Source: an optimization exercise on an open RTL-to-GDS flow (aim: small area). Production flows keep margins and buffers that such runs may drop.
Function was not checked in any run shown here: the RTL went through the layout flow alone.
No activity file was given, so power comes from the tool's default toggle rates.

## flow/design.v (module list and top-level ports; edited modules follow where they fit)
// module exec_controller: 1269 lines
module exec_controller #(
    parameter int OPCODE_WIDTH = 15,
    parameter int PC_WIDTH     = 9,
    parameter int STACK_WIDTH  = 255,
    parameter int STACK_DEPTH  = 127
) (
    input  logic                   clk,
    input  logic                   rst,
    input  logic                   run,
    input  logic [OPCODE_WIDTH:0]  rom_data,
    input  logic [STACK_WIDTH:0]   top0,
    input  logic [STACK_WIDTH:0]   top1,
    output logic                   pc_load_sig,
    output logic                   pc_inc_sig,
    output logic [PC_WIDTH:0]      pc_load_val,
    output logic                   stack_push_sig,
    output logic [STACK_WIDTH:0]   stack_push_data,
    output logic [2:0]             stack_pop_sig,
    output logic [7:0]             depth,
    output logic                   halted,
    output logic                   fault
);
  // ...
==> flow/flow/run.sh <==
#!/bin/bash
# Standard ORFS layout, with two changes: Yosys's synth runs without its early generic ABC
# pass (SYNTH_ARGS=-noabc; the full ABC mapping after adder extraction still runs), and the
# port buffers are the smallest plain buffer (buf_1) instead of the delay cell buffer_ports
# picks by default.
set -euo pipefail
bash standard.sh \
  SYNTH_ARGS=-noabc \
  BUFFER_PORTS_ARGS="-buffer_cell sky130_fd_sc_hd__buf_1" \
  finish > standard.log 2>&1
==> flow/standard.sh <==
#!/bin/bash
# synth_recipe.tcl (not shown) runs the flow's synth.tcl, then flattens the netlist and writes it again
# the make line also repeats each setting of config.mk as NAME=value (left out here)
make -C /OpenROAD-flow-scripts/flow DESIGN_CONFIG=/design/flow/config.mk WORK_HOME=/design/flow/orfs CLKGATE_MAP_FILE= SYNTH_SCRIPT=/design/flow/synth_recipe.tcl "${@:-finish}"
==> flow/config.mk <==
export PLATFORM = sky130hd
export DESIGN_NAME = exec_controller
export DESIGN_NICKNAME = exec_controller
export VERILOG_FILES = /design/flow/design.v
export SDC_FILE = /design/flow/constraint.sdc
export NUM_CORES = 4
export LEC_CHECK = 0
export CAP_MARGIN = 10
export CORE_MARGIN = 2
export CORE_UTILIZATION = 25
export CTS_BUF_LIST = sky130_fd_sc_hd__clkbuf_2 sky130_fd_sc_hd__clkbuf_4
export SETUP_SLACK_MARGIN = 0
export SLEW_MARGIN = 10
==> flow/constraint.sdc <==
create_clock -name core_clock -period 14.0 [get_ports {clk}]
set_input_delay 2.8000 -clock core_clock [delete_from_list [all_inputs] [get_ports {clk}]]
set_output_delay 2.8000 -clock core_clock [all_outputs]
set_load 0.01 [all_outputs]
==> results.sh, run 1 <==
export IMPL_drive_above_1_share=0.0283
export IMPL_vias=16100
export IMPL_clock_group_power_mw=0.0238
export IMPL_fin_ws_ps=866
export IMPL_placed_cells=3226
export IMPL_num_nonclk_buffers=841
export IMPL_largest_cell_class="multi-input combinational cells"
export IMPL_layoutNonFillerInstCount=3240
export IMPL_worst_skew_late_latency_ps=270
export IMPL_worstHoldStart="state_q[0]$_DFF_PP0_"
export IMPL_fin_crit_sh=0.938
export IMPL_edff_count_synth=0
export IMPL_area_share_nonclk_buffers=0.181
export IMPL_yosysMostFrequentCell="nand2_1"
export IMPL_clock_area_frac=0.00164
export IMPL_wl_met2_mm=34.1
export IMPL_rrSetupSlack_ps=11130
export IMPL_run_status="finished clean"
export IMPL_highest_signal_layer="met5"
export IMPL_area_fraction_in_compound_gates_after_synthesis=0.142
export IMPL_sh_seq_area=0.0151
export IMPL_well_tap_count=756
export IMPL_power_largest_group="combinational logic"
export IMPL_p_switching_mw=0.496
export IMPL_timing_max_slew_rel_slack=0.314
export IMPL_registers_top_by_ff_count="depth_q"
export IMPL_synthSimpleGateAreaFrac=0.254
export IMPL_detail_route_antenna_nets=0
export IMPL_critical_path_max_fanout=50
export IMPL_postSynthAreaPerCell_sq_um=8.26
export IMPL_crit_buf_inv=4
export IMPL_cts_max_path_buffers=2
export IMPL_cts_setup_buffers=0
export IMPL_power_total_mw=0.878
export IMPL_chipHeight_microns=244
export IMPL_worst_slew_pin_transition_ps=1030
==> run 2, diff against run 1 <==
--- a/flow/design.v
+++ b/flow/design.v
@@ -94,6 +94,5 @@
     assign c1[8] = (a[15] & b[15]) | (c1[7] & (a[15] ^ b[15]));
     assign bg[1] = c1[8];
-    wire q1 = &s0_1[3:0];   
-    assign bp[1] = q1 & (&s0_1[7:4]);
+    assign bp[1] = &s0_1;
     wire [8:0] c2;
     wire [7:0] s0_2;
@@ -116,6 +115,5 @@
     assign c2[8] = (a[23] & b[23]) | (c2[7] & (a[23] ^ b[23]));
     assign bg[2] = c2[8];
-    wire q2 = &s0_2[3:0];   
-    assign bp[2] = q2 & (&s0_2[7:4]);
+    assign bp[2] = &s0_2;
     wire [8:0] c3;
     wire [7:0] s0_3;
@@ -138,6 +136,5 @@
     assign c3[8] = (a[31] & b[31]) | (c3[7] & (a[31] ^ b[31]));
     assign bg[3] = c3[8];
-    wire q3 = &s0_3[3:0];   
-    assign bp[3] = q3 & (&s0_3[7:4]);
+    assign bp[3] = &s0_3;
     wire [8:0] c4;
     wire [7:0] s0_4;
@@ -160,6 +157,5 @@
     assign c4[8] = (a[39] & b[39]) | (c4[7] & (a[39] ^ b[39]));
     assign bg[4] = c4[8];
-    wire q4 = &s0_4[3:0];   
-    assign bp[4] = q4 & (&s0_4[7:4]);
+    assign bp[4] = &s0_4;
     wire [8:0] c5;
     wire [7:0] s0_5;
@@ -182,6 +178,5 @@
     assign c5[8] = (a[47] & b[47]) | (c5[7] & (a[47] ^ b[47]));
     assign bg[5] = c5[8];
-    wire q5 = &s0_5[3:0];   
-    assign bp[5] = q5 & (&s0_5[7:4]);
+    assign bp[5] = &s0_5;
     wire [8:0] c6;
     wire [7:0] s0_6;
@@ -204,6 +199,5 @@
     assign c6[8] = (a[55] & b[55]) | (c6[7] & (a[55] ^ b[55]));
     assign bg[6] = c6[8];
-    wire q6 = &s0_6[3:0];   
-    assign bp[6] = q6 & (&s0_6[7:4]);
+    assign bp[6] = &s0_6;
     wire [8:0] c7;
     wire [7:0] s0_7;
@@ -226,6 +220,5 @@
     assign c7[8] = (a[63] & b[63]) | (c7[7] & (a[63] ^ b[63]));
     assign bg[7] = c7[8];
-    wire q7 = &s0_7[3:0];   
-    assign bp[7] = q7 & (&s0_7[7:4]);
+    assign bp[7] = &s0_7;
     wire [8:0] c8;
     wire [7:0] s0_8;
@@ -248,6 +241,5 @@
     assign c8[8] = (a[71] & b[71]) | (c8[7] & (a[71] ^ b[71]));
     assign bg[8] = c8[8];
-    wire q8 = &s0_8[3:0];   
-    assign bp[8] = q8 & (&s0_8[7:4]);
+    assign bp[8] = &s0_8;
     wire [8:0] c9;
     wire [7:0] s0_9;
@@ -270,6 +262,5 @@
     assign c9[8] = (a[79] & b[79]) | (c9[7] & (a[79] ^ b[79]));
     assign bg[9] = c9[8];
-    wire q9 = &s0_9[3:0];   
-    assign bp[9] = q9 & (&s0_9[7:4]);
+    assign bp[9] = &s0_9;
     wire [8:0] c10;
     wire [7:0] s0_10;
@@ -292,6 +283,5 @@
     assign c10[8] = (a[87] & b[87]) | (c10[7] & (a[87] ^ b[87]));
     assign bg[10] = c10[8];
-    wire q10 = &s0_10[3:0];   
-    assign bp[10] = q10 & (&s0_10[7:4]);
+    assign bp[10] = &s0_10;
     wire [8:0] c11;
     wire [7:0] s0_11;
@@ -314,6 +304,5 @@
     assign c11[8] = (a[95] & b[95]) | (c11[7] & (a[95] ^ b[95]));
     assign bg[11] = c11[8];
-    wire q11 = &s0_11[3:0];   
-    assign bp[11] = q11 & (&s0_11[7:4]);
+    assign bp[11] = &s0_11;
     wire [8:0] c12;
     wire [7:0] s0_12;
@@ -336,6 +325,5 @@
     assign c12[8] = (a[103] & b[103]) | (c12[7] & (a[103] ^ b[103]));
     assign bg[12] = c12[8];
-    wire q12 = &s0_12[3:0];   
-    assign bp[12] = q12 & (&s0_12[7:4]);
+    assign bp[12] = &s0_12;
     wire [8:0] c13;
     wire [7:0] s0_13;
@@ -358,6 +346,5 @@
     assign c13[8] = (a[111] & b[111]) | (c13[7] & (a[111] ^ b[111]));
     assign bg[13] = c13[8];
-    wire q13 = &s0_13[3:0];   
-    assign bp[13] = q13 & (&s0_13[7:4]);
+    assign bp[13] = &s0_13;
     wire [8:0] c14;
     wire [7:0] s0_14;
@@ -380,6 +367,5 @@
     assign c14[8] = (a[119] & b[119]) | (c14[7] & (a[119] ^ b[119]));
     assign bg[14] = c14[8];
-    wire q14 = &s0_14[3:0];   
-    assign bp[14] = q14 & (&s0_14[7:4]);
+    assign bp[14] = &s0_14;
     wire [8:0] c15;
     wire [7:0] s0_15;
@@ -402,6 +388,5 @@
     assign c15[8] = (a[127] & b[127]) | (c15[7] & (a[127] ^ b[127]));
     assign bg[15] = c15[8];
-    wire q15 = &s0_15[3:0];   
-    assign bp[15] = q15 & (&s0_15[7:4]);
+    assign bp[15] = &s0_15;
     wire [8:0] c16;
     wire [7:0] s0_16;
@@ -424,6 +409,5 @@
     assign c16[8] = (a[135] & b[135]) | (c16[7] & (a[135] ^ b[135]));
     assign bg[16] = c16[8];
-    wire q16 = &s0_16[3:0];   
-    assign bp[16] = q16 & (&s0_16[7:4]);
+    assign bp[16] = &s0_16;
     wire [8:0] c17;
     wire [7:0] s0_17;
@@ -446,6 +430,5 @@
     assign c17[8] = (a[143] & b[143]) | (c17[7] & (a[143] ^ b[143]));
     assign bg[17] = c17[8];
-    wire q17 = &s0_17[3:0];   
-    assign bp[17] = q17 & (&s0_17[7:4]);
+    assign bp[17] = &s0_17;
     wire [8:0] c18;
     wire [7:0] s0_18;
@@ -468,6 +451,5 @@
     assign c18[8] = (a[151] & b[151]) | (c18[7] & (a[151] ^ b[151]));
     assign bg[18] = c18[8];
-    wire q18 = &s0_18[3:0];   
-    assign bp[18] = q18 & (&s0_18[7:4]);
+    assign bp[18] = &s0_18;
     wire [8:0] c19;
     wire [7:0] s0_19;
@@ -490,6 +472,5 @@
     assign c19[8] = (a[159] & b[159]) | (c19[7] & (a[159] ^ b[159]));
     assign bg[19] = c19[8];
-    wire q19 = &s0_19[3:0];   
-    assign bp[19] = q19 & (&s0_19[7:4]);
+    assign bp[19] = &s0_19;
     wire [8:0] c20;
     wire [7:0] s0_20;
@@ -512,6 +493,5 @@
     assign c20[8] = (a[167] & b[167]) | (c20[7] & (a[167] ^ b[167]));
     assign bg[20] = c20[8];
-    wire q20 = &s0_20[3:0];   
-    assign bp[20] = q20 & (&s0_20[7:4]);
+    assign bp[20] = &s0_20;
     wire [8:0] c21;
     wire [7:0] s0_21;
@@ -534,6 +514,5 @@
     assign c21[8] = (a[175] & b[175]) | (c21[7] & (a[175] ^ b[175]));
     assign bg[21] = c21[8];
-    wire q21 = &s0_21[3:0];   
-    assign bp[21] = q21 & (&s0_21[7:4]);
+    assign bp[21] = &s0_21;
     wire [8:0] c22;
     wire [7:0] s0_22;
@@ -556,6 +535,5 @@
     assign c22[8] = (a[183] & b[183]) | (c22[7] & (a[183] ^ b[183]));
     assign bg[22] = c22[8];
-    wire q22 = &s0_22[3:0];   
-    assign bp[22] = q22 & (&s0_22[7:4]);
+    assign bp[22] = &s0_22;
     wire [8:0] c23;
     wire [7:0] s0_23;
@@ -578,6 +556,5 @@
     assign c23[8] = (a[191] & b[191]) | (c23[7] & (a[191] ^ b[191]));
     assign bg[23] = c23[8];
-    wire q23 = &s0_23[3:0];   
-    assign bp[23] = q23 & (&s0_23[7:4]);
+    assign bp[23] = &s0_23;
     wire [8:0] c24;
     wire [7:0] s0_24;
@@ -600,6 +577,5 @@
     assign c24[8] = (a[199] & b[199]) | (c24[7] & (a[199] ^ b[199]));
     assign bg[24] = c24[8];
-    wire q24 = &s0_24[3:0];   
-    assign bp[24] = q24 & (&s0_24[7:4]);
+    assign bp[24] = &s0_24;
     wire [8:0] c25;
     wire [7:0] s0_25;
@@ -622,6 +598,5 @@
     assign c25[8] = (a[207] & b[207]) | (c25[7] & (a[207] ^ b[207]));
     assign bg[25] = c25[8];
-    wire q25 = &s0_25[3:0];   
-    assign bp[25] = q25 & (&s0_25[7:4]);
+    assign bp[25] = &s0_25;
     wire [8:0] c26;
     wire [7:0] s0_26;
@@ -644,6 +619,5 @@
     assign c26[8] = (a[215] & b[215]) | (c26[7] & (a[215] ^ b[215]));
     assign bg[26] = c26[8];
-    wire q26 = &s0_26[3:0];   
-    assign bp[26] = q26 & (&s0_26[7:4]);
+    assign bp[26] = &s0_26;
     wire [8:0] c27;
     wire [7:0] s0_27;
@@ -666,6 +640,5 @@
     assign c27[8] = (a[223] & b[223]) | (c27[7] & (a[223] ^ b[223]));
     assign bg[27] = c27[8];
-    wire q27 = &s0_27[3:0];   
-    assign bp[27] = q27 & (&s0_27[7:4]);
+    assign bp[27] = &s0_27;
     wire [8:0] c28;
     wire [7:0] s0_28;
@@ -688,6 +661,5 @@
     assign c28[8] = (a[231] & b[231]) | (c28[7] & (a[231] ^ b[231]));
     assign bg[28] = c28[8];
-    wire q28 = &s0_28[3:0];   
-    assign bp[28] = q28 & (&s0_28[7:4]);
+    assign bp[28] = &s0_28;
     wire [8:0] c29;
     wire [7:0] s0_29;
@@ -710,6 +682,5 @@
     assign c29[8] = (a[239] & b[239]) | (c29[7] & (a[239] ^ b[239]));
     assign bg[29] = c29[8];
-    wire q29 = &s0_29[3:0];   
-    assign bp[29] = q29 & (&s0_29[7:4]);
+    assign bp[29] = &s0_29;
     wire [8:0] c30;
     wire [7:0] s0_30;
@@ -732,6 +703,5 @@
     assign c30[8] = (a[247] & b[247]) | (c30[7] & (a[247] ^ b[247]));
     assign bg[30] = c30[8];
-    wire q30 = &s0_30[3:0];   
-    assign bp[30] = q30 & (&s0_30[7:4]);
+    assign bp[30] = &s0_30;
     wire [8:0] c31;
     wire [7:0] s0_31;
@@ -754,6 +724,5 @@
     assign c31[8] = (a[255] & b[255]) | (c31[7] & (a[255] ^ b[255]));
     assign bg[31] = c31[8];
-    wire q31 = &s0_31[3:0];   
-    assign bp[31] = q31 & (&s0_31[7:4]);
+    assign bp[31] = &s0_31;
     wire pg1 = bg[1] | (bp[1] & bg[0]);
     wire pp1 = bp[1] & bp[0];
@@ -788,133 +757,87 @@
     wire pg16 = bg[31] | (bp[31] & bg[30]);
     wire pp16 = bp[31] & bp[30];
-    wire pg17 = bg[2] | (bp[2] & pg1);
-    wire pp17 = bp[2] & pp1;
-    wire pg18 = pg2 | (pp2 & pg1);
-    wire pp18 = pp2 & pp1;
-    wire pg19 = bg[6] | (bp[6] & pg3);
-    wire pp19 = bp[6] & pp3;
-    wire pg20 = pg4 | (pp4 & pg3);
-    wire pp20 = pp4 & pp3;
-    wire pg21 = bg[10] | (bp[10] & pg5);
-    wire pp21 = bp[10] & pp5;
-    wire pg22 = pg6 | (pp6 & pg5);
-    wire pp22 = pp6 & pp5;
-    wire pg23 = bg[14] | (bp[14] & pg7);
-    wire pp23 = bp[14] & pp7;
-    wire pg24 = pg8 | (pp8 & pg7);
-    wire pp24 = pp8 & pp7;
-    wire pg25 = bg[18] | (bp[18] & pg9);
-    wire pp25 = bp[18] & pp9;
-    wire pg26 = pg10 | (pp10 & pg9);
-    wire pp26 = pp10 & pp9;
-    wire pg27 = bg[22] | (bp[22] & pg11);
-    wire pp27 = bp[22] & pp11;
-    wire pg28 = pg12 | (pp12 & pg11);
-    wire pp28 = pp12 & pp11;
-    wire pg29 = bg[26] | (bp[26] & pg13);
-    wire pp29 = bp[26] & pp13;
-    wire pg30 = pg14 | (pp14 & pg13);
-    wire pp30 = pp14 & pp13;
-    wire pg31 = bg[30] | (bp[30] & pg15);
-    wire pp31 = bp[30] & pp15;
-    wire pg32 = pg16 | (pp16 & pg15);
-    wire pp32 = pp16 & pp15;
-    wire pg33 = bg[4] | (bp[4] & pg18);
-    wire pp33 = bp[4] & pp18;
-    wire pg34 = pg3 | (pp3 & pg18);
-    wire pp34 = pp3 & pp18;
-    wire pg35 = pg19 | (pp19 & pg18);
-    wire pp35 = pp19 & pp18;
-    wire pg36 = pg20 | (pp20 & pg18);
-    wire pp36 = pp20 & pp18;
-    wire pg37 = bg[12] | (bp[12] & pg22);
-    wire pp37 = bp[12] & pp22;
-    wire pg38 = pg7 | (pp7 & pg22);
-    wire pp38 = pp7 & pp22;
-    wire pg39 = pg23 | (pp23 & pg22);
-    wire pp39 = pp23 & pp22;
-    wire pg40 = pg24 | (pp24 & pg22);
-    wire pp40 = pp24 & pp22;
-    wire pg41 = bg[20] | (bp[20] & pg26);
-    wire pp41 = bp[20] & pp26;
-    wire pg42 = pg11 | (pp11 & pg26);
-    wire pp42 = pp11 & pp26;
-    wire pg43 = pg27 | (pp27 & pg26);
-    wire pp43 = pp27 & pp26;
-    wire pg44 = pg28 | (pp28 & pg26);
-    wire pp44 = pp28 & pp26;
-    wire pg45 = bg[28] | (bp[28] & pg30);
-    wire pp45 = bp[28] & pp30;
-    wire pg46 = pg15 | (pp15 & pg30);
-    wire pp46 = pp15 & pp30;
-    wire pg47 = pg31 | (pp31 & pg30);
-    wire pp47 = pp31 & pp30;
-    wire pg48 = pg32 | (pp32 & pg30);
-    wire pp48 = pp32 & pp30;
-    wire pg49 = bg[8] | (bp[8] & pg36);
-    wire pp49 = bp[8] & pp36;
-    wire pg50 = pg5 | (pp5 & pg36);
-    wire pp50 = pp5 & pp36;
-    wire pg51 = pg21 | (pp21 & pg36);
-    wire pp51 = pp21 & pp36;
-    wire pg52 = pg22 | (pp22 & pg36);
-    wire pp52 = pp22 & pp36;
-    wire pg53 = pg37 | (pp37 & pg36);
-    wire pp53 = pp37 & pp36;
-    wire pg54 = pg38 | (pp38 & pg36);
-    wire pp54 = pp38 & pp36;
-    wire pg55 = pg39 | (pp39 & pg36);
-    wire pp55 = pp39 & pp36;
-    wire pg56 = pg40 | (pp40 & pg36);
-    wire pp56 = pp40 & pp36;
-    wire pg57 = bg[24] | (bp[24] & pg44);
-    wire pp57 = bp[24] & pp44;
-    wire pg58 = pg13 | (pp13 & pg44);
-    wire pp58 = pp13 & pp44;
-    wire pg59 = pg29 | (pp29 & pg44);
-    wire pp59 = pp29 & pp44;
-    wire pg60 = pg30 | (pp30 & pg44);
-    wire pp60 = pp30 & pp44;
-    wire pg61 = pg45 | (pp45 & pg44);
-    wire pp61 = pp45 & pp44;
-    wire pg62 = pg46 | (pp46 & pg44);
-    wire pp62 = pp46 & pp44;
-    wire pg63 = pg47 | (pp47 & pg44);
-    wire pp63 = pp47 & pp44;
-    wire pg64 = pg48 | (pp48 & pg44);
-    wire pp64 = pp48 & pp44;
-    wire pg65 = bg[16] | (bp[16] & pg56);
-    wire pp65 = bp[16] & pp56;
-    wire pg66 = pg9 | (pp9 & pg56);
-    wire pp66 = pp9 & pp56;
-    wire pg67 = pg25 | (pp25 & pg56);
-    wire pp67 = pp25 & pp56;
-    wire pg68 = pg26 | (pp26 & pg56);
-    wire pp68 = pp26 & pp56;
-    wire pg69 = pg41 | (pp41 & pg56);
-    wire pp69 = pp41 & pp56;
-    wire pg70 = pg42 | (pp42 & pg56);
-    wire pp70 = pp42 & pp56;
-    wire pg71 = pg43 | (pp43 & pg56);
-    wire pp71 = pp43 & pp56;
-    wire pg72 = pg44 | (pp44 & pg56);
-    wire pp72 = pp44 & pp56;
-    wire pg73 = pg57 | (pp57 & pg56);
-    wire pp73 = pp57 & pp56;
-    wire pg74 = pg58 | (pp58 & pg56);
-    wire pp74 = pp58 & pp56;
-    wire pg75 = pg59 | (pp59 & pg56);
-    wire pp75 = pp59 & pp56;
-    wire pg76 = pg60 | (pp60 & pg56);
-    wire pp76 = pp60 & pp56;
-    wire pg77 = pg61 | (pp61 & pg56);
-    wire pp77 = pp61 & pp56;
-    wire pg78 = pg62 | (pp62 & pg56);
-    wire pp78 = pp62 & pp56;
-    wire pg79 = pg63 | (pp63 & pg56);
-    wire pp79 = pp63 & pp56;
-    wire pg80 = pg64 | (pp64 & pg56);
-    wire pp80 = pp64 & pp56;
-    assign cout = pg80;
+    wire pg17 = pg2 | (pp2 & pg1);
+    wire pp17 = pp2 & pp1;
+    wire pg18 = pg4 | (pp4 & pg3);
+    wire pp18 = pp4 & pp3;
+    wire pg19 = pg6 | (pp6 & pg5);
+    wire pp19 = pp6 & pp5;
+    wire pg20 = pg8 | (pp8 & pg7);
+    wire pp20 = pp8 & pp7;
+    wire pg21 = pg10 | (pp10 & pg9);
+    wire pp21 = pp10 & pp9;
+    wire pg22 = pg12 | (pp12 & pg11);
+    wire pp22 = pp12 & pp11;
+    wire pg23 = pg14 | (pp14 & pg13);
+    wire pp23 = pp14 & pp13;
+    wire pg24 = pg16 | (pp16 & pg15);
+    wire pp24 = pp16 & pp15;
+    wire pg25 = pg18 | (pp18 & pg17);
+    wire pp25 = pp18 & pp17;
+    wire pg26 = pg20 | (pp20 & pg19);
+    wire pp26 = pp20 & pp19;
+    wire pg27 = pg22 | (pp22 & pg21);
+    wire pp27 = pp22 & pp21;
+    wire pg28 = pg24 | (pp24 & pg23);
+    wire pp28 = pp24 & pp23;
+    wire pg29 = pg26 | (pp26 & pg25);
+    wire pp29 = pp26 & pp25;
+    wire pg30 = pg28 | (pp28 & pg27);
+    wire pp30 = pp28 & pp27;
+    wire pg31 = pg30 | (pp30 & pg29);
+    wire pp31 = pp30 & pp29;
+    wire pg32 = pg27 | (pp27 & pg29);
+    wire pp32 = pp27 & pp29;
+    wire pg33 = pg19 | (pp19 & pg25);
+    wire pp33 = pp19 & pp25;
+    wire pg34 = pg21 | (pp21 & pg29);
+    wire pp34 = pp21 & pp29;
+    wire pg35 = pg23 | (pp23 & pg32);
+    wire pp35 = pp23 & pp32;
+    wire pg36 = pg3 | (pp3 & pg17);
+    wire pp36 = pp3 & pp17;
+    wire pg37 = pg5 | (pp5 & pg25);
+    wire pp37 = pp5 & pp25;
+    wire pg38 = pg7 | (pp7 & pg33);
+    wire pp38 = pp7 & pp33;
+    wire pg39 = pg9 | (pp9 & pg29);
+    wire pp39 = pp9 & pp29;
+    wire pg40 = pg11 | (pp11 & pg34);
+    wire pp40 = pp11 & pp34;
+    wire pg41 = pg13 | (pp13 & pg32);
+    wire pp41 = pp13 & pp32;
+    wire pg42 = pg15 | (pp15 & pg35);
+    wire pp42 = pp15 & pp35;
+    wire pg43 = bg[2] | (bp[2] & pg1);
+    wire pp43 = bp[2] & pp1;
+    wire pg44 = bg[4] | (bp[4] & pg17);
+    wire pp44 = bp[4] & pp17;
+    wire pg45 = bg[6] | (bp[6] & pg36);
+    wire pp45 = bp[6] & pp36;
+    wire pg46 = bg[8] | (bp[8] & pg25);
+    wire pp46 = bp[8] & pp25;
+    wire pg47 = bg[10] | (bp[10] & pg37);
+    wire pp47 = bp[10] & pp37;
+    wire pg48 = bg[12] | (bp[12] & pg33);
+    wire pp48 = bp[12] & pp33;
+    wire pg49 = bg[14] | (bp[14] & pg38);
+    wire pp49 = bp[14] & pp38;
+    wire pg50 = bg[16] | (bp[16] & pg29);
+    wire pp50 = bp[16] & pp29;
+    wire pg51 = bg[18] | (bp[18] & pg39);
+    wire pp51 = bp[18] & pp39;
+    wire pg52 = bg[20] | (bp[20] & pg34);
+    wire pp52 = bp[20] & pp34;
+    wire pg53 = bg[22] | (bp[22] & pg40);
+    wire pp53 = bp[22] & pp40;
+    wire pg54 = bg[24] | (bp[24] & pg32);
+    wire pp54 = bp[24] & pp32;
+    wire pg55 = bg[26] | (bp[26] & pg41);
+    wire pp55 = bp[26] & pp41;
+    wire pg56 = bg[28] | (bp[28] & pg35);
+    wire pp56 = bp[28] & pp35;
+    wire pg57 = bg[30] | (bp[30] & pg42);
+    wire pp57 = bp[30] & pp42;
+    assign cout = pg31;
     wire [7:0] x1;
     assign x1[0] = bg[0];
@@ -922,5 +845,5 @@
     assign x1[2] = x1[1] & s0_1[1];
     assign x1[3] = x1[2] & s0_1[2];
-    assign x1[4] = x1[0] & q1;
+    assign x1[4] = x1[3] & s0_1[3];
     assign x1[5] = x1[4] & s0_1[4];
     assign x1[6] = x1[5] & s0_1[5];
@@ -932,5 +855,5 @@
     assign x2[2] = x2[1] & s0_2[1];
     assign x2[3] = x2[2] & s0_2[2];
-    assign x2[4] = x2[0] & q2;
+    assign x2[4] = x2[3] & s0_2[3];
     assign x2[5] = x2[4] & s0_2[4];
     assign x2[6] = x2[5] & s0_2[5];
@@ -938,9 +861,9 @@
     assign s[23:16] = s0_2 ^ x2;
     wire [7:0] x3;
-    assign x3[0] = pg17;
+    assign x3[0] = pg43;
     assign x3[1] = x3[0] & s0_3[0];
     assign x3[2] = x3[1] & s0_3[1];
     assign x3[3] = x3[2] & s0_3[2];
-    assign x3[4] = x3[0] & q3;
+    assign x3[4] = x3[3] & s0_3[3];
     assign x3[5] = x3[4] & s0_3[4];
     assign x3[6] = x3[5] & s0_3[5];
@@ -948,9 +871,9 @@
     assign s[31:24] = s0_3 ^ x3;
     wire [7:0] x4;
-    assign x4[0] = pg18;
+    assign x4[0] = pg17;
     assign x4[1] = x4[0] & s0_4[0];
     assign x4[2] = x4[1] & s0_4[1];
     assign x4[3] = x4[2] & s0_4[2];
-    assign x4[4] = x4[0] & q4;
+    assign x4[4] = x4[3] & s0_4[3];
     assign x4[5] = x4[4] & s0_4[4];
     assign x4[6] = x4[5] & s0_4[5];
@@ -958,9 +881,9 @@
     assign s[39:32] = s0_4 ^ x4;
     wire [7:0] x5;
-    assign x5[0] = pg33;
+    assign x5[0] = pg44;
     assign x5[1] = x5[0] & s0_5[0];
     assign x5[2] = x5[1] & s0_5[1];
     assign x5[3] = x5[2] & s0_5[2];
-    assign x5[4] = x5[0] & q5;
+    assign x5[4] = x5[3] & s0_5[3];
     assign x5[5] = x5[4] & s0_5[4];
     assign x5[6] = x5[5] & s0_5[5];
@@ -968,9 +891,9 @@
     assign s[47:40] = s0_5 ^ x5;
     wire [7:0] x6;
-    assign x6[0] = pg34;
+    assign x6[0] = pg36;
     assign x6[1] = x6[0] & s0_6[0];
     assign x6[2] = x6[1] & s0_6[1];
     assign x6[3] = x6[2] & s0_6[2];
-    assign x6[4] = x6[0] & q6;
+    assign x6[4] = x6[3] & s0_6[3];
     assign x6[5] = x6[4] & s0_6[4];
     assign x6[6] = x6[5] & s0_6[5];
@@ -978,9 +901,9 @@
     assign s[55:48] = s0_6 ^ x6;
     wire [7:0] x7;
-    assign x7[0] = pg35;
+    assign x7[0] = pg45;
     assign x7[1] = x7[0] & s0_7[0];
     assign x7[2] = x7[1] & s0_7[1];
     assign x7[3] = x7[2] & s0_7[2];
-    assign x7[4] = x7[0] & q7;
+    assign x7[4] = x7[3] & s0_7[3];
     assign x7[5] = x7[4] & s0_7[4];
     assign x7[6] = x7[5] & s0_7[5];
@@ -988,9 +911,9 @@
     assign s[63:56] = s0_7 ^ x7;
     wire [7:0] x8;
-    assign x8[0] = pg36;
+    assign x8[0] = pg25;
     assign x8[1] = x8[0] & s0_8[0];
     assign x8[2] = x8[1] & s0_8[1];
     assign x8[3] = x8[2] & s0_8[2];
-    assign x8[4] = x8[0] & q8;
+    assign x8[4] = x8[3] & s0_8[3];
     assign x8[5] = x8[4] & s0_8[4];
     assign x8[6] = x8[5] & s0_8[5];
@@ -998,9 +921,9 @@
     assign s[71:64] = s0_8 ^ x8;
     wire [7:0] x9;
-    assign x9[0] = pg49;
+    assign x9[0] = pg46;
     assign x9[1] = x9[0] & s0_9[0];
     assign x9[2] = x9[1] & s0_9[1];
     assign x9[3] = x9[2] & s0_9[2];
-    assign x9[4] = x9[0] & q9;
+    assign x9[4] = x9[3] & s0_9[3];
     assign x9[5] = x9[4] & s0_9[4];
     assign x9[6] = x9[5] & s0_9[5];
@@ -1008,9 +931,9 @@
     assign s[79:72] = s0_9 ^ x9;
     wire [7:0] x10;
-    assign x10[0] = pg50;
+    assign x10[0] = pg37;
     assign x10[1] = x10[0] & s0_10[0];
     assign x10[2] = x10[1] & s0_10[1];
     assign x10[3] = x10[2] & s0_10[2];
-    assign x10[4] = x10[0] & q10;
+    assign x10[4] = x10[3] & s0_10[3];
     assign x10[5] = x10[4] & s0_10[4];
     assign x10[6] = x10[5] & s0_10[5];
@@ -1018,9 +941,9 @@
     assign s[87:80] = s0_10 ^ x10;
     wire [7:0] x11;
-    assign x11[0] = pg51;
+    assign x11[0] = pg47;
     assign x11[1] = x11[0] & s0_11[0];
     assign x11[2] = x11[1] & s0_11[1];
     assign x11[3] = x11[2] & s0_11[2];
-    assign x11[4] = x11[0] & q11;
+    assign x11[4] = x11[3] & s0_11[3];
     assign x11[5] = x11[4] & s0_11[4];
     assign x11[6] = x11[5] & s0_11[5];
@@ -1028,9 +951,9 @@
     assign s[95:88] = s0_11 ^ x11;
     wire [7:0] x12;
-    assign x12[0] = pg52;
+    assign x12[0] = pg33;
     assign x12[1] = x12[0] & s0_12[0];
     assign x12[2] = x12[1] & s0_12[1];
     assign x12[3] = x12[2] & s0_12[2];
-    assign x12[4] = x12[0] & q12;
+    assign x12[4] = x12[3] & s0_12[3];
     assign x12[5] = x12[4] & s0_12[4];
     assign x12[6] = x12[5] & s0_12[5];
@@ -1038,9 +961,9 @@
     assign s[103:96] = s0_12 ^ x12;
     wire [7:0] x13;
-    assign x13[0] = pg53;
+    assign x13[0] = pg48;
     assign x13[1] = x13[0] & s0_13[0];
     assign x13[2] = x13[1] & s0_13[1];
     assign x13[3] = x13[2] & s0_13[2];
-    assign x13[4] = x13[0] & q13;
+    assign x13[4] = x13[3] & s0_13[3];
     assign x13[5] = x13[4] & s0_13[4];
     assign x13[6] = x13[5] & s0_13[5];
@@ -1048,9 +971,9 @@
     assign s[111:104] = s0_13 ^ x13;
     wire [7:0] x14;
-    assign x14[0] = pg54;
+    assign x14[0] = pg38;
     assign x14[1] = x14[0] & s0_14[0];
     assign x14[2] = x14[1] & s0_14[1];
     assign x14[3] = x14[2] & s0_14[2];
-    assign x14[4] = x14[0] & q14;
+    assign x14[4] = x14[3] & s0_14[3];
     assign x14[5] = x14[4] & s0_14[4];
     assign x14[6] = x14[5] & s0_14[5];
@@ -1058,9 +981,9 @@
     assign s[119:112] = s0_14 ^ x14;
     wire [7:0] x15;
-    assign x15[0] = pg55;
+    assign x15[0] = pg49;
     assign x15[1] = x15[0] & s0_15[0];
     assign x15[2] = x15[1] & s0_15[1];
     assign x15[3] = x15[2] & s0_15[2];
-    assign x15[4] = x15[0] & q15;
+    assign x15[4] = x15[3] & s0_15[3];
     assign x15[5] = x15[4] & s0_15[4];
     assign x15[6] = x15[5] & s0_15[5];
@@ -1068,9 +991,9 @@
     assign s[127:120] = s0_15 ^ x15;
     wire [7:0] x16;
-    assign x16[0] = pg56;
+    assign x16[0] = pg29;
     assign x16[1] = x16[0] & s0_16[0];
     assign x16[2] = x16[1] & s0_16[1];
     assign x16[3] = x16[2] & s0_16[2];
-    assign x16[4] = x16[0] & q16;
+    assign x16[4] = x16[3] & s0_16[3];
     assign x16[5] = x16[4] & s0_16[4];
     assign x16[6] = x16[5] & s0_16[5];
@@ -1078,9 +1001,9 @@
     assign s[135:128] = s0_16 ^ x16;
     wire [7:0] x17;
-    assign x17[0] = pg65;
+    assign x17[0] = pg50;
     assign x17[1] = x17[0] & s0_17[0];
     assign x17[2] = x17[1] & s0_17[1];
     assign x17[3] = x17[2] & s0_17[2];
-    assign x17[4] = x17[0] & q17;
+    assign x17[4] = x17[3] & s0_17[3];
     assign x17[5] = x17[4] & s0_17[4];
     assign x17[6] = x17[5] & s0_17[5];
@@ -1088,9 +1011,9 @@
     assign s[143:136] = s0_17 ^ x17;
     wire [7:0] x18;
-    assign x18[0] = pg66;
+    assign x18[0] = pg39;
     assign x18[1] = x18[0] & s0_18[0];
     assign x18[2] = x18[1] & s0_18[1];
     assign x18[3] = x18[2] & s0_18[2];
-    assign x18[4] = x18[0] & q18;
+    assign x18[4] = x18[3] & s0_18[3];
     assign x18[5] = x18[4] & s0_18[4];
     assign x18[6] = x18[5] & s0_18[5];
@@ -1098,9 +1021,9 @@
     assign s[151:144] = s0_18 ^ x18;
     wire [7:0] x19;
-    assign x19[0] = pg67;
+    assign x19[0] = pg51;
     assign x19[1] = x19[0] & s0_19[0];
     assign x19[2] = x19[1] & s0_19[1];
     assign x19[3] = x19[2] & s0_19[2];
-    assign x19[4] = x19[0] & q19;
+    assign x19[4] = x19[3] & s0_19[3];
     assign x19[5] = x19[4] & s0_19[4];
     assign x19[6] = x19[5] & s0_19[5];
@@ -1108,9 +1031,9 @@
     assign s[159:152] = s0_19 ^ x19;
     wire [7:0] x20;
-    assign x20[0] = pg68;
+    assign x20[0] = pg34;
     assign x20[1] = x20[0] & s0_20[0];
     assign x20[2] = x20[1] & s0_20[1];
     assign x20[3] = x20[2] & s0_20[2];
-    assign x20[4] = x20[0] & q20;
+    assign x20[4] = x20[3] & s0_20[3];
     assign x20[5] = x20[4] & s0_20[4];
     assign x20[6] = x20[5] & s0_20[5];
@@ -1118,9 +1041,9 @@
     assign s[167:160] = s0_20 ^ x20;
     wire [7:0] x21;
-    assign x21[0] = pg69;
+    assign x21[0] = pg52;
     assign x21[1] = x21[0] & s0_21[0];
     assign x21[2] = x21[1] & s0_21[1];
     assign x21[3] = x21[2] & s0_21[2];
-    assign x21[4] = x21[0] & q21;
+    assign x21[4] = x21[3] & s0_21[3];
     assign x21[5] = x21[4] & s0_21[4];
     assign x21[6] = x21[5] & s0_21[5];
@@ -1128,9 +1051,9 @@
     assign s[175:168] = s0_21 ^ x21;
     wire [7:0] x22;
-    assign x22[0] = pg70;
+    assign x22[0] = pg40;
     assign x22[1] = x22[0] & s0_22[0];
     assign x22[2] = x22[1] & s0_22[1];
     assign x22[3] = x22[2] & s0_22[2];
-    assign x22[4] = x22[0] & q22;
+    assign x22[4] = x22[3] & s0_22[3];
     assign x22[5] = x22[4] & s0_22[4];
     assign x22[6] = x22[5] & s0_22[5];
@@ -1138,9 +1061,9 @@
     assign s[183:176] = s0_22 ^ x22;
     wire [7:0] x23;
-    assign x23[0] = pg71;
+    assign x23[0] = pg53;
     assign x23[1] = x23[0] & s0_23[0];
     assign x23[2] = x23[1] & s0_23[1];
     assign x23[3] = x23[2] & s0_23[2];
-    assign x23[4] = x23[0] & q23;
+    assign x23[4] = x23[3] & s0_23[3];
     assign x23[5] = x23[4] & s0_23[4];
     assign x23[6] = x23[5] & s0_23[5];
@@ -1148,9 +1071,9 @@
     assign s[191:184] = s0_23 ^ x23;
     wire [7:0] x24;
-    assign x24[0] = pg72;
+    assign x24[0] = pg32;
     assign x24[1] = x24[0] & s0_24[0];
     assign x24[2] = x24[1] & s0_24[1];
     assign x24[3] = x24[2] & s0_24[2];
-    assign x24[4] = x24[0] & q24;
+    assign x24[4] = x24[3] & s0_24[3];
     assign x24[5] = x24[4] & s0_24[4];
     assign x24[6] = x24[5] & s0_24[5];
@@ -1158,9 +1081,9 @@
     assign s[199:192] = s0_24 ^ x24;
     wire [7:0] x25;
-    assign x25[0] = pg73;
+    assign x25[0] = pg54;
     assign x25[1] = x25[0] & s0_25[0];
     assign x25[2] = x25[1] & s0_25[1];
     assign x25[3] = x25[2] & s0_25[2];
-    assign x25[4] = x25[0] & q25;
+    assign x25[4] = x25[3] & s0_25[3];
     assign x25[5] = x25[4] & s0_25[4];
     assign x25[6] = x25[5] & s0_25[5];
@@ -1168,9 +1091,9 @@
     assign s[207:200] = s0_25 ^ x25;
     wire [7:0] x26;
-    assign x26[0] = pg74;
+    assign x26[0] = pg41;
     assign x26[1] = x26[0] & s0_26[0];
     assign x26[2] = x26[1] & s0_26[1];
     assign x26[3] = x26[2] & s0_26[2];
-    assign x26[4] = x26[0] & q26;
+    assign x26[4] = x26[3] & s0_26[3];
     assign x26[5] = x26[4] & s0_26[4];
     assign x26[6] = x26[5] & s0_26[5];
@@ -1178,9 +1101,9 @@
     assign s[215:208] = s0_26 ^ x26;
     wire [7:0] x27;
-    assign x27[0] = pg75;
+    assign x27[0] = pg55;
     assign x27[1] = x27[0] & s0_27[0];
     assign x27[2] = x27[1] & s0_27[1];
     assign x27[3] = x27[2] & s0_27[2];
-    assign x27[4] = x27[0] & q27;
+    assign x27[4] = x27[3] & s0_27[3];
     assign x27[5] = x27[4] & s0_27[4];
     assign x27[6] = x27[5] & s0_27[5];
@@ -1188,9 +1111,9 @@
     assign s[223:216] = s0_27 ^ x27;
     wire [7:0] x28;
-    assign x28[0] = pg76;
+    assign x28[0] = pg35;
     assign x28[1] = x28[0] & s0_28[0];
     assign x28[2] = x28[1] & s0_28[1];
     assign x28[3] = x28[2] & s0_28[2];
-    assign x28[4] = x28[0] & q28;
+    assign x28[4] = x28[3] & s0_28[3];
     assign x28[5] = x28[4] & s0_28[4];
     assign x28[6] = x28[5] & s0_28[5];
@@ -1198,9 +1121,9 @@
     assign s[231:224] = s0_28 ^ x28;
     wire [7:0] x29;
-    assign x29[0] = pg77;
+    assign x29[0] = pg56;
     assign x29[1] = x29[0] & s0_29[0];
     assign x29[2] = x29[1] & s0_29[1];
     assign x29[3] = x29[2] & s0_29[2];
-    assign x29[4] = x29[0] & q29;
+    assign x29[4] = x29[3] & s0_29[3];
     assign x29[5] = x29[4] & s0_29[4];
     assign x29[6] = x29[5] & s0_29[5];
@@ -1208,9 +1131,9 @@
     assign s[239:232] = s0_29 ^ x29;
     wire [7:0] x30;
-    assign x30[0] = pg78;
+    assign x30[0] = pg42;
     assign x30[1] = x30[0] & s0_30[0];
     assign x30[2] = x30[1] & s0_30[1];
     assign x30[3] = x30[2] & s0_30[2];
-    assign x30[4] = x30[0] & q30;
+    assign x30[4] = x30[3] & s0_30[3];
     assign x30[5] = x30[4] & s0_30[4];
     assign x30[6] = x30[5] & s0_30[5];
@@ -1218,9 +1141,9 @@
     assign s[247:240] = s0_30 ^ x30;
     wire [7:0] x31;
-    assign x31[0] = pg79;
+    assign x31[0] = pg57;
     assign x31[1] = x31[0] & s0_31[0];
     assign x31[2] = x31[1] & s0_31[1];
     assign x31[3] = x31[2] & s0_31[2];
-    assign x31[4] = x31[0] & q31;
+    assign x31[4] = x31[3] & s0_31[3];
     assign x31[5] = x31[4] & s0_31[4];
     assign x31[6] = x31[5] & s0_31[5];
==> run 2 against run 1 <==
  * Sequential share of layout area is essentially flat
  * Cell area shrank 0.27%
  * Largest cell class unchanged
  * Clock power increased by 4%
  * Fmax down 2.1%
  * Register-to-register slack better by 590 ps
  * Critical path depth up 4
  * Synthesized area shrank 0.31%
==> results.sh, run 2 <==
export IMPL_drc=0
export IMPL_skew_ps=8.85
export IMPL_root_buffer="clkbuf_4"
export IMPL_layoutNonFillerInstCount=3183
export IMPL_arrival_ps=10610
export IMPL_yosys_top_cells_count="270 x nand2_1, 261 x o21ai_0, 248 x ha_1"
export IMPL_chipHeight_microns=243
export IMPL_clk_pin_slew_worst_paths_ps=70
export IMPL_gr_usage_all_layers=0.221
export IMPL_top_ff_cell_synth="dfrtp_1"
export IMPL_ys_seq_elements=11
export IMPL_cell_internal_pwr_mw=0.391
export IMPL_detail_route_antenna_nets=0
export IMPL_registers_top_by_ff_count="depth_q"
export IMPL_die_span_x_microns=243
export IMPL_drv_slew=0
export IMPL_synth_top_cells_by_area="fa_1 31%, ha_1 22%, and3_1 9.5%"
export IMPL_yosys_area_top_type_share=0.314
export IMPL_ir_worst_vdd_v=0.0000351
export IMPL_grt_max_degree=104
export IMPL_vias_per_cell=4.95
export IMPL_number_of_flip_flops_in_the_largest_register=8
export IMPL_cts_hold_buf=0
export IMPL_antenna_found_initial=27
export IMPL_rr_worst_depth=6
export IMPL_cts_max_path_buffers=2
export IMPL_worstSetupEndpoint="stack_push_data[223]"
export IMPL_postSynthAreaPerCell_sq_um=8.49
export IMPL_edff_count_synth=0
export IMPL_finalSetupTns_ps=0
export IMPL_sequential_cell_area_sq_um=275
export IMPL_yosysMostFrequentCell="nand2_1"
export IMPL_synthesis_instances=1687
export IMPL_cts_setup_buffers=0
export IMPL_p_per_area_mw_per_mm2=50.1
export IMPL_critical_path_max_fanout=21
export IMPL_synthDistinctLibCells=65
export IMPL_mappedNetlistNets=2691
export IMPL_power_total_mw=0.914
export IMPL_rrSetupSlack_ps=11720
export IMPL_worstHoldPathCells=1
export IMPL_yosysSeqAreaShare=0.0192
export IMPL_wirelength_mm=68.6
export IMPL_die_area_sq_mm=0.0592
export IMPL_cts_made_buffers=3
export IMPL_p_switching_mw=0.523
export IMPL_worstSetupEndpointType="output port"
export IMPL_multiInputGateArea_sq_mm=0.0136
export IMPL_synth_cell_area_sq_mm=0.0143
export IMPL_placed_cells=3163
export IMPL_number_of_i_o_port_buffers=811
export IMPL_run_status="finished clean"
export IMPL_first_global_vias=15900
export IMPL_critPathMostFrequentCell="fa_1"
export IMPL_wire_length_per_cell_microns=21.6
export IMPL_yosysWarningCount=1
export IMPL_place_gp_congestion=0.966
export IMPL_vias=15800
export IMPL_synth_area_leader_cell="fa_1"
export IMPL_core_area_sq_mm=0.0565
export IMPL_timing_max_slew_rel_slack=0.152
export IMPL_crit_path_start_kind="input port"
export IMPL_maxClockFrequency_ghz=0.0746
export IMPL_biggestRegsByFlops="depth_q x8, state_q x3"
export IMPL_first_pass_grt_wire_length_mm=101
export IMPL_setup_violations_final=0
export IMPL_worstSetupStartpoint="rom_data[12]"
export IMPL_worst_slew_pin_transition_ps=1260
export IMPL_clock_sinks=11
export IMPL_worstSetupPathType="in2out"
export IMPL_detailedRoute_firstPassIterationCount=6
export IMPL_power_share_clock=0.027
export IMPL_worst_skew_late_latency_ps=270
export IMPL_cts_tree="done"
export IMPL_worstHoldPathType="reg2reg"
export IMPL_layout_commonest_cell="buf_1"
export IMPL_reg2reg_to="depth_q[7]$_DFF_PP0_"
export IMPL_synth_async_sr_flop_share=1.00
export IMPL_hold_violations=0
export IMPL_rsz_0062_raised_after_global_routing="false"
export IMPL_drive_above_1_share=0.0303
export IMPL_post_cts_resize_count=0
export IMPL_reg2reg_from="depth_q[4]$_DFF_PP0_"
export IMPL_nFillCells=6194
export IMPL_rows=87
export IMPL_power_share_sequential=0.076
export IMPL_initialDrtViolationCount=869
export IMPL_maxCapViolations=0
export IMPL_worst_ep_required_time_ps=11200
export IMPL_initial_core_util=0.254
export IMPL_boundaryPins=813
export IMPL_final_cell_mix="810 x buf_1, 267 x nand2_1, 261 x o21ai_0, 248 x ha_1, 225 x fa_1"
export IMPL_power_share_combinational=0.897
export IMPL_flow_area_growth_from_synthesis_pct=27.2
export IMPL_static_leakage_power_nw=8.26
export IMPL_period_minus_slack_ps=13410
export IMPL_dp_hpwl_mm=59.9
export IMPL_critical_path_max_stage_delay_ps=460
export IMPL_critical_path_slowest_cell="fa_1"
export IMPL_fin_crit_sh=0.958
export IMPL_power_switching_share=0.572
export IMPL_htreeDepth=1
export IMPL_layout_nets=3416
export IMPL_gr_total_overflow=0
[run 2: through the flow]
step | worst slack, ps | cell area, sq um | hold slack, ps | utilization
6_report | 587 | 18200 | 478 | 0.323
2_1_floorplan | 1310 | 14300 | 423 | -
3_5_place_dp | 570 | 18200 | 459 | 0.321
3_3_place_gp | 614 | 18200 | 455 | 0.321
5_1_grt | 155 | 18200 | 493 | 0.322
4_1_cts | 537 | 18200 | 471 | 0.322
[run 2: metal layers]
layer	global-route usage	vias to the layer above	part of all wire
met5	0	-	0.00019
met2	0.388	749	0.50
li1	-	7474	-
met1	0.280	7423	0.40
met4	0.0727	2	0.034
met3	0.0274	106	0.064
[run 2: worst min-delay path by stage]
stage	endpoint	startpoint	slack (ps)
after global placement	state_q[0]$_DFF_PP0_	state_q[0]$_DFF_PP0_	450
after global routing	state_q[2]$_DFFE_PP0P_	state_q[0]$_DFF_PP0_	490
after detailed placement	state_q[0]$_DFF_PP0_	state_q[0]$_DFF_PP0_	460
after CTS	state_q[0]$_DFF_PP0_	state_q[0]$_DFF_PP0_	470
after floorplan	state_q[0]$_DFF_PP0_	state_q[0]$_DFF_PP0_	420
final	state_q[0]$_DFF_PP0_	state_q[0]$_DFF_PP0_	480
[run 2: critical path: cells and delay by family]
family                   cells  cell delay, ps
AO/OA/AOI/OAI                7            1870
XOR/XNOR                     1             140
AND/OR/NAND/NOR              4             680
adder cells (fa/ha/maj)     15            4560
buffers and inverters        3             560
[run 2: final cells by class]
cell class,count,share of cell area
multi-input combinational,1549,0.746
clock buffer,4,0.00165
sequential,11,0.0151
antenna,16,0.00220
timing repair buffer,837,0.181
tap,756,0.0519
inverter,10,0.00213
[run 2: power by group through the flow]
stage,registers [mW],clock network [mW],logic [mW]
global route,0.0719,0.0274,0.921
floorplan,0.0648,0,0.500
detailed placement,0.0684,0,0.807
global placement,0.0689,0,0.806
finish,0.0694,0.0248,0.819
CTS,0.0683,0.0249,0.816
[run 2: cell families after synthesis]
logic type	count (synthesis)	share of synthesized area
AND/OR/NAND/NOR	686	0.246
AO/OA/AOI/OAI	347	0.143
other	1	0.000262
flip-flops	11	0.0192
buffers and inverters	127	0.0347
adder cells (fa/ha/maj)	473	0.531
XOR/XNOR	42	0.0257

static timing again, ports no longer ideal:
No port has a modelled driver above. Below, the same layouts with a new extraction and two added sets of constraints. Step 1, drivers: a clkbuf_16 drives clk and a buf_2 each remaining input, both assumed. Step 2 adds t to the input delays and takes it off the output delays; t is the mean of the earliest and latest rising clock arrival at the registers after step 1. Input paths then give back, and output paths get back, about the clock's delay inside the block. a / b / c = ideal / step 1 / step 2; a / b = the first two.
run	t (ns)	setup slack, ns	clock arrival spread, ns	worst register clock-pin slew, ns	worst slew at a driven data input, ns
run 1	0.291	0.866 / 0.838 / 0.838	0.005 / 0.005	0.07 / 0.07	0.19
run 2	0.291	0.587 / 0.553 / 0.553	0.009 / 0.009	0.08 / 0.08	0.24
After both steps every run listed still meets setup and hold. For run 2, which loses most, drivers alone change the setup slack by -0.034 ns; drivers and shift together by -0.034 ns.
